Background: an optimization exercise with open tools, aiming at small area, a short achievable clock period and few clock cycles. Do not read the settings as production practice. Function was checked by simulation only, so behaviour that the tests miss may differ from the original. No activity file was given, so power comes from the tool's default toggle rates.

File: design/flow/run.sh
#!/bin/bash
# synth_recipe.tcl (not shown) runs the flow's synth.tcl, then flattens the netlist and writes it again
# the make line also repeats each setting of config.mk as NAME=value (left out here)
make -C /OpenROAD-flow-scripts/flow DESIGN_CONFIG=/design/flow/config.mk WORK_HOME=/design/flow/orfs CLKGATE_MAP_FILE= SYNTH_SCRIPT=/design/flow/synth_recipe.tcl finish
File: design/flow/config.mk
export PLATFORM = sky130hd
export DESIGN_NAME = l2_fwd_top
export DESIGN_NICKNAME = l2_fwd_top
export VERILOG_FILES = /design/flow/design.v
export SDC_FILE = /design/flow/constraint.sdc
export NUM_CORES = 4
export LEC_CHECK = 0
export CAP_MARGIN = 20
export CORE_MARGIN = 2
export CORE_UTILIZATION = 45
export SLEW_MARGIN = 20
export SYNTH_MEMORY_MAX_BITS = 8192
File: design/flow/constraint.sdc
create_clock -name core_clock -period 8.0 [get_ports {clk}]
set_input_delay 1.6000 -clock core_clock [delete_from_list [all_inputs] [get_ports {clk}]]
set_output_delay 1.6000 -clock core_clock [all_outputs]
set_load 0.01 [all_outputs]
File: design/flow/design.v
module l2_fwd_top (
    input  logic clk,
    input  logic rst,
    input  logic fwd_valid_i,
    output logic fwd_ready_o,
    input  logic [2:0] fwd_msg_i,
    input  logic [11:0] fwd_addr_i,
    input  logic [3:0] fwd_req_id_i,
    input  logic [3:0] fwd_mask_i,
    input  logic [127:0] fwd_line_i,
    output logic rsp_valid_o,
    input  logic rsp_ready_i,
    output logic [2:0] rsp_msg_o,
    output logic [3:0] rsp_req_id_o,
    output logic rsp_to_req_o,
    output logic [11:0] rsp_addr_o,
    output logic [127:0] rsp_line_o,
    output logic [3:0] rsp_mask_o,
    input  logic fill_valid_i,
    output logic fill_ready_o,
    input  logic [11:0] fill_addr_i,
    input  logic [127:0] fill_line_i,
    input  logic [7:0] fill_states_i,
    output logic inval_valid_o,
    output logic [11:0] inval_addr_o
);
    logic [7:0] tag_q [16][2];
    logic [7:0] st_q [16][2];
    logic [127:0] ln_q [16][2];
    logic [15:0] vic_q;
    logic sweep_q;
    logic [3:0] swp_q;
    logic fill_rdy_q, fwd_rdy_q;
    logic f_v;
    logic [11:0] f_addr;
    logic [127:0] f_line;
    logic [7:0] f_st;
    logic w_v;
    logic [2:0] w_msg;
    logic [11:0] w_addr;
    logic [3:0] w_id, w_mask;
    logic [127:0] w_line;
    logic o_v;
    logic [2:0] o_msg;
    logic [3:0] o_id;
    logic o_to;
    logic [11:0] o_addr;
    logic [127:0] o_line;
    logic [3:0] o_mask, o_np;
    logic k_v;
    logic [2:0] k_msg;
    logic [3:0] k_id;
    logic k_to;
    logic [11:0] k_addr;
    logic [127:0] k_line;
    logic [3:0] k_mask, k_np;
    logic inv_v;
    logic [11:0] inv_addr;
    logic proc_f, proc_w;
    assign proc_f = f_v;
    assign proc_w = w_v && !f_v && !k_v;
    logic [3:0] w_set;
    logic [7:0] w_tag;
    assign w_set = w_addr[3:0];
    assign w_tag = w_addr[11:4];
    logic [7:0] rt0, rt1, rs0, rs1;
    logic [127:0] rl0, rl1;
    assign rt0 = tag_q[w_set][0];
    assign rt1 = tag_q[w_set][1];
    assign rs0 = st_q[w_set][0];
    assign rs1 = st_q[w_set][1];
    assign rl0 = ln_q[w_set][0];
    assign rl1 = ln_q[w_set][1];
    logic m0, m1, m2, m3, m4, m5;
    assign m0 = w_msg == 3'd0;
    assign m1 = w_msg == 3'd1;
    assign m2 = w_msg == 3'd2;
    assign m3 = w_msg == 3'd3;
    assign m4 = w_msg == 3'd4;
    assign m5 = !(m0 || m1 || m2 || m3 || m4);
    logic eq0, eq1, hit0, hit1, h0, h1, hit;
    logic [3:0] r0, r1, s0, s1, own0, own1, own, clr0, clr1, wt0, wt1;
    always_comb begin
        eq0 = rt0 == w_tag;
        eq1 = rt1 == w_tag;
        hit0 = eq0 && rs0 != 8'h00;
        hit1 = eq1 && rs1 != 8'h00;
        h0 = hit0;
        h1 = !hit0 && hit1;
        hit = hit0 || hit1;
        for (int i = 0; i < 4; i++) begin
            r0[i] = rs0[2*i +: 2] == 2'd2;
            r1[i] = rs1[2*i +: 2] == 2'd2;
            s0[i] = rs0[2*i +: 2] == 2'd1;
            s1[i] = rs1[2*i +: 2] == 2'd1;
        end
        own0 = {4{h0}} & w_mask & r0;
        own1 = {4{h1}} & w_mask & r1;
        own = own0 | own1;
        clr0 = m0 ? ({4{h0}} & w_mask & s0) : ((m1 || m2 || m4) ? own0 : 4'h0);
        clr1 = m0 ? ({4{h1}} & w_mask & s1) : ((m1 || m2 || m4) ? own1 : 4'h0);
        wt0 = m5 ? own0 : 4'h0;
        wt1 = m5 ? own1 : 4'h0;
    end
    logic [3:0] ack, nack;
    logic has_ack, has_nack, push;
    logic [2:0] n_msg;
    logic [3:0] n_id, n_mask, n_np;
    logic n_to;
    logic [127:0] n_line;
    logic hl, sel0, sel1, inv_c;
    always_comb begin
        ack = m0 ? 4'hf : own;
        nack = (m3 || m5) ? (w_mask & ~own) : 4'h0;
        has_ack = ack != 4'h0;
        has_nack = nack != 4'h0;
        push = proc_w && (has_ack || has_nack);
        if (has_ack) begin
            n_msg = m5 ? 3'd1 : w_msg;
            n_id = m0 ? 4'h0 : w_id;
            n_to = !(m0 || m4);
            n_mask = ack;
            n_np = nack;
        end else begin
            n_msg = 3'd5;
            n_id = w_id;
            n_to = 1'b1;
            n_mask = nack;
            n_np = 4'h0;
        end
        hl = m2 || m3 || m4;
        sel0 = hl && eq0 && (r0 & w_mask) != 4'h0;
        sel1 = hl && !hit0 && eq1 && (r1 & w_mask) != 4'h0;
        n_line = ({128{sel0}} & rl0) | ({128{sel1}} & rl1);
        inv_c = m0 || m1 || m2 || m4;
    end
    logic pop, out_free, k_v_n;
    assign pop = o_v && rsp_ready_i;
    assign out_free = !o_v || (rsp_ready_i && o_np == 4'h0);
    assign k_v_n = k_v ? !out_free : (push && !out_free);
    always_ff @(posedge clk or negedge rst) begin
        if (!rst) begin
            o_v <= 1'b0;
            k_v <= 1'b0;
        end else begin
            if (out_free) o_v <= k_v || push;
            k_v <= k_v_n;
        end
    end
    always_ff @(posedge clk) begin
        if (out_free) begin
            if (k_v) begin
                o_msg <= k_msg;
                o_id <= k_id;
                o_to <= k_to;
                o_addr <= k_addr;
                o_line <= k_line;
                o_mask <= k_mask;
                o_np <= k_np;
            end else begin
                o_msg <= n_msg;
                o_id <= n_id;
                o_to <= n_to;
                o_addr <= w_addr;
                o_line <= n_line;
                o_mask <= n_mask;
                o_np <= n_np;
            end
        end else if (pop) begin
            o_msg <= 3'd5;
            o_to <= 1'b1;
            o_line <= '0;
            o_mask <= o_np;
            o_np <= 4'h0;
        end
        if (!k_v) begin
            k_msg <= n_msg;
            k_id <= n_id;
            k_to <= n_to;
            k_addr <= w_addr;
            k_line <= n_line;
            k_mask <= n_mask;
            k_np <= n_np;
        end
    end
    assign rsp_valid_o = o_v;
    assign rsp_msg_o = o_msg;
    assign rsp_req_id_o = o_id;
    assign rsp_to_req_o = o_to;
    assign rsp_addr_o = o_addr;
    assign rsp_line_o = o_line;
    assign rsp_mask_o = o_mask;
    always_ff @(posedge clk or negedge rst) begin
        if (!rst) inv_v <= 1'b0;
        else inv_v <= proc_w && inv_c;
    end
    always_ff @(posedge clk) begin
        if (proc_w) inv_addr <= w_addr;
    end
    assign inval_valid_o = inv_v;
    assign inval_addr_o = inv_addr;
    logic f_v_n, w_v_n, sweep_n;
    assign f_v_n = fill_valid_i && fill_rdy_q;
    assign w_v_n = (w_v && !proc_w) || (fwd_valid_i && fwd_rdy_q);
    assign sweep_n = sweep_q && swp_q != 4'd15;
    always_ff @(posedge clk or negedge rst) begin
        if (!rst) begin
            sweep_q <= 1'b1;
            swp_q <= 4'd0;
            f_v <= 1'b0;
            w_v <= 1'b0;
            fill_rdy_q <= 1'b0;
            fwd_rdy_q <= 1'b0;
        end else begin
            sweep_q <= sweep_n;
            if (sweep_q) swp_q <= swp_q + 4'd1;
            f_v <= f_v_n;
            w_v <= w_v_n;
            fwd_rdy_q <= !sweep_n && (!w_v_n || (!k_v_n && !f_v_n));
            fill_rdy_q <= !sweep_n && !(w_v_n && (k_v_n || f_v_n));
        end
    end
    always_ff @(posedge clk) begin
        f_addr <= fill_addr_i;
        f_line <= fill_line_i;
        f_st <= fill_states_i;
        if (fwd_rdy_q) begin
            w_msg <= fwd_msg_i;
            w_addr <= fwd_addr_i;
            w_id <= fwd_req_id_i;
            w_mask <= fwd_mask_i;
            w_line <= fwd_line_i;
        end
    end
    assign fill_ready_o = fill_rdy_q;
    assign fwd_ready_o = fwd_rdy_q;
    logic [3:0] f_set;
    logic f_way;
    logic [127:0] wd_line;
    logic [7:0] wd_st;
    assign f_set = f_addr[3:0];
    assign f_way = vic_q[f_set];
    assign wd_line = proc_f ? f_line : w_line;
    assign wd_st = proc_f ? f_st : 8'h00;
    always_ff @(posedge clk or negedge rst) begin
        if (!rst) vic_q <= '0;
        else if (proc_f) vic_q[f_set] <= !f_way;
    end
    always_ff @(posedge clk) begin
        for (int s = 0; s < 16; s++) begin
            for (int w = 0; w < 2; w++) begin
                if (proc_f && f_set == s[3:0] && f_way == w[0]) tag_q[s][w] <= f_addr[11:4];
                for (int i = 0; i < 4; i++) begin
                    if ((sweep_q && swp_q == s[3:0]) ||
                        (proc_f && f_set == s[3:0] && f_way == w[0]) ||
                        (proc_w && w_set == s[3:0] && (w == 0 ? clr0[i] : clr1[i])))
                        st_q[s][w][2*i +: 2] <= wd_st[2*i +: 2];
                    if ((proc_f && f_set == s[3:0] && f_way == w[0]) ||
                        (proc_w && w_set == s[3:0] && (w == 0 ? wt0[i] : wt1[i])))
                        ln_q[s][w][32*i +: 32] <= wd_line[32*i +: 32];
                end
            end
        end
    end
endmodule
==> qor_table.md <==
| Result | This run |
|:---|:---|
| Result of the run | no timing/DRC/antenna violations |
| Top Ports | 472 |
| Number of synthesized register bits | 5258 |
| Iteration-0 DRC Markers | 17483 |
| Power, Total | 71.86 mW |
| Worst Path Required | 8.70 ns |
| Total vias in the final route | 113612 |
| Main synth FF type | sky130_fd_sc_hd__edfxtp_1 |
| # Post-CTS Setup Buffers | 0 |
| Post-Route Setup TNS | 0 ns |
| Unrepaired setup endpoints after global routing | no |
| Mean routed wirelength per cell | 38.19 um |
| Starting density of the core | 45.23% |
| Reported max-cap violation count | 0 |
| Average vias per placed instance | 6.544 |
| Global-route wire length before repair | 898.5 mm |
| Port buffer count | 471 |
| Gate Count Post-Synth | 10596 |
| Power density over cell area | 323.9 nW/um^2 |
| DRC violations left | 0 |
| Library cell occupying the most area in the post-synthesis netlist | sky130_fd_sc_hd__edfxtp_1 |
| Htree depth | 6 |
| Antenna Nets Post-Route | 0 |
| Cell at the root of the clock tree | sky130_fd_sc_hd__clkbuf_16 |
| Final number of setup-violating endpoints | 0 |
| Static power due to leakage | 70.81 nW |
| Final worst clock skew | 0.05599 ns |
| Sinks on the clock net | 5258 |
| Die Outline Area | 428100 um^2 |
| Number of nets in the finished design | 11590 |
| Worst-case hold slack | 0.4453 ns |
| Final-report hold violation count | 0 |
| Number of placement rows | 238 |
| Fraction of layout cells with a size suffix above 1 | 13.52% |
| Routed wire length | 663.0 mm |
| Data arrival time of the critical path | 7.46 ns |
| Fraction of registers with async set or reset after synthesis | 0.5135% |
| Avg Inst Size Synth | 17.96 um^2 |
| Beginning of the critical path | w_addr[0]$_DFFE_PP_ |
| Number of gates resized after CTS | 0 |
| Critical Path Start Type | register |
| Sequential cell area fraction in the yosys report | 81.29% |
| Hold buffers post-CTS | 0 |
| Critical register-to-register path startpoint | w_addr[0]$_DFFE_PP_ |
| Congestion Overflow GR | 0 |
| Number of antenna violations at the first check in global routing | 29 |
| Kind of cell adding the most delay to the critical path | simple AND/OR/NAND/NOR gates |
| Distinct cells, synth | 88 |
| Synthesized netlist net count | 10909 |
| GP Congestion | 0.9932 |
| Setup CP Type | register to register |
| CP Buf/Inv Count | 2 |
| Largest net degree at the start of global routing | 108 |
| EDFF count, synth | 4927 |
| Top-count cell post-synth | sky130_fd_sc_hd__edfxtp_1 |
| Number of global-route vias before repair | 110009 |
| Critical Path Max Stage Delay | 0.75 ns |
| Width of the die | 654.3 um |
| Pins over their slew limit | 0 |
| Setup crit end kind | register |
| Standard cell with the maximum stage delay on the critical path | sky130_fd_sc_hd__edfxtp_1 |
| Most frequent cells after synthesis | 4927 x sky130_fd_sc_hd__edfxtp_1, 1069 x sky130_fd_sc_hd__a22oi_1, 507 x sky130_fd_sc_hd__clkbuf_1 |
| Max Freq | 147.8 MHz |
| Count of warnings emitted by yosys | 4 |
| HPWL after DPL | 375.0 mm |
| Area overhead of the layout relative to synthesis | 16.58% |
| Filler cell count in the final layout | 32887 |
| Clock tree from TritonCTS | done |
| Worst slew margin | 14.50% |
| Floorplan Core Area | 420800 um^2 |
| Synth Cell Area | 190300 um^2 |
| IR drop worst, VDD | 0.0002600 V |
| Detailed-routing iteration count for the pre-antenna-repair pass | 9 |
| Overall fraction of global-route tracks in use | 30.24% |
| Sequence of cells on the critical path | buf_4, and2_1, a221oi_1, o32a_1, nand3_1, mux2i_1, and4_1, and4_1, and2_1, nand2b_2, o21ai_4, buf_4 |
| Highest fanout seen on the critical path | 28 |
| Worst slew pin tran | 1.282 ns |
| TritonCTS Buffers | 545 |
| Vertical extent of the die | 654.3 um |
| Post-CTS clock slew at the launch and capture registers of the worst setup and hold paths | 0.06 ns |
| Area share of the largest cell type after synthesis | 77.74% |
| Critical hold path startpoint | k_line[63]$_DFF_P_ |
| Period minus WS final | 6.764 ns |
| Main area contributors after synthesis | sky130_fd_sc_hd__edfxtp_1 78%, sky130_fd_sc_hd__a22oi_1 4.2%, sky130_fd_sc_hd__dfxtp_1 3.2% |
| Path type of the worst min-delay path | register to register |
| Maximum root-to-sink buffer count | 4 |
| Clock latency at the later pin of the worst-skew pair | 1.06 ns |
| Final cycle utilization of the critical path | 84.56% |
## through the flow
| stage | worst slack, ns | cell area, um^2 | util, % | std cells |
|---|---|---|---|---|
| after floorplan | 2.097 | 190300 | - | 10596 |
| after global placement | 0.9599 | 204200 | 48.53 | 16366 |
| after detailed placement | 1.528 | 204300 | 48.55 | 16370 |
| after CTS | 1.463 | 221800 | 52.72 | 17344 |
| after global routing | 1.151 | 221800 | 52.72 | 17345 |
| final | 1.236 | 221900 | 52.73 | 17360 |
## placed cells by master (no fill, tap or decap), types with 25 or more instances in the layout
master	count
sky130_fd_sc_hd__bufinv_16	48
sky130_fd_sc_hd__a221oi_1	487
sky130_fd_sc_hd__nor2_1	188
sky130_fd_sc_hd__nand4_1	70
sky130_fd_sc_hd__clkbuf_1	114
sky130_fd_sc_hd__clkinv_1	95
sky130_fd_sc_hd__mux2i_1	53
sky130_fd_sc_hd__inv_1	62
sky130_fd_sc_hd__o22a_1	42
sky130_fd_sc_hd__edfxtp_1	4927
sky130_fd_sc_hd__o21ai_0	207
sky130_fd_sc_hd__o21ai_4	128
sky130_fd_sc_hd__mux2_2	236
sky130_fd_sc_hd__nand3_1	476
sky130_fd_sc_hd__dfxtp_1	303
sky130_fd_sc_hd__clkdlybuf4s50_1	471
sky130_fd_sc_hd__and2_1	150
sky130_fd_sc_hd__buf_12	50
sky130_fd_sc_hd__a22o_1	479
sky130_fd_sc_hd__clkinv_2	82
sky130_fd_sc_hd__nand2_1	172
sky130_fd_sc_hd__buf_4	304
sky130_fd_sc_hd__a21oi_1	175
sky130_fd_sc_hd__clkbuf_16	563
sky130_fd_sc_hd__a22oi_1	1069
sky130_fd_sc_hd__o22ai_1	229
sky130_fd_sc_hd__o21ai_2	25
## cells by family after synthesis
group	Yosys count	synth area share, %
AOI/OAI and AO/OA	3023	11.88
xor gates and xnor gates	11	0.05062
adders and majority gates	9	0.05917
buffers and inverters	759	1.607
DFF	5258	81.29
muxes	300	1.793
and+or+nand+nor	1236	3.318
## metal layers
metal  share of wire, %  wire (um)  up-vias  global-route usage, %
met3                 12      76430     1420                  6.898
met5              0.017        111        -                      0
met2                 45     300900     8205                  46.89
met4                5.3      35250       14                  13.61
li1                   -          -    45277                      -
met1                 38     250400    58696                  40.91
## cell type report
class	instances	area [um^2]	area share [%]
Multi-Input combinational cell	4579	34200	15.42
Clock inverter	288	2913	1.313
Antenna cell	16	40.04	0.01805
Sequential cell	5258	154700	69.74
Tap cell	5640	7057	3.181
Timing Repair Buffer	827	8030	3.619
Inverter	66	260.3	0.1173
Clock buffer	686	14640	6.599
## where the power goes
group	total [mW]	internal, mW	switching (mW)	leakage [nW]
combinational	12.7	3.12	9.56	14.7
clock	25.2	14.6	10.6	8.57
sequential	34.0	33.4	0.592	47.6
total	71.9	51.1	20.8	70.8
## worst reg2reg max path: cells and delay by family, from the launching register on
family / cells / cell delay [ns]
compound gates: 3 / 1.36
flops: 1 / 0.75
mux: 1 / 0.18
simple gates: 6 / 3.11
buf+inv: 2 / 1.00
## sequential cells by signal, summed over array words and instances (netlist names), 8 cells and up
register	cells
st_q	256
tag_q	256
w_line	128
w_addr	12
ln_q	4096
o_addr	12
inv_addr	12
k_line	128
f_line	128
k_addr	12
o_line	128
f_st	8
vic_q	16
f_addr	12
## final timing paths
kind                       slack [ns]                   end  cells past startpoint
hold / removal                   0.45    k_line[63]$_DFF_P_                      2
setup reg to reg                 1.24  ln_q[4][7]$_DFFE_PP_                     12
setup / recovery                 1.24  ln_q[4][7]$_DFFE_PP_                     12
max in group asynchronous        6.60         k_v$_DFF_PN0_                      2
min in group asynchronous        0.97       inv_v$_DFF_PN0_                      2
hold reg to reg                  0.45    k_line[63]$_DFF_P_                      2
Testbench counts, summed over its fixed seeds: cycles 4,934.

## separate check: timing with driven ports
How much do the figures lean on ideal ports? The routed layout below was timed once more, with nothing changed but the port constraints.
Step 1, drivers: a clkbuf_16 drives clk and a buf_2 each remaining input, both assumed.
Step 2 moves the port delays by t, midway between the first and last clock arrival at a register: inputs arrive t later, outputs are due t later. That takes back most of the time a late clock gives input paths.
a / b / c = ideal ports / drivers / drivers and shift; a / b = the first two.
shift t [ns]: 1.144
setup WS [ns]: 1.236 / 1.236 / 1.236
cell pins on the clock port's net: 1
After both steps setup and hold are still met in this run. For this run, drivers alone change the setup slack by 0.000 ns; drivers and shift together by 0.000 ns.
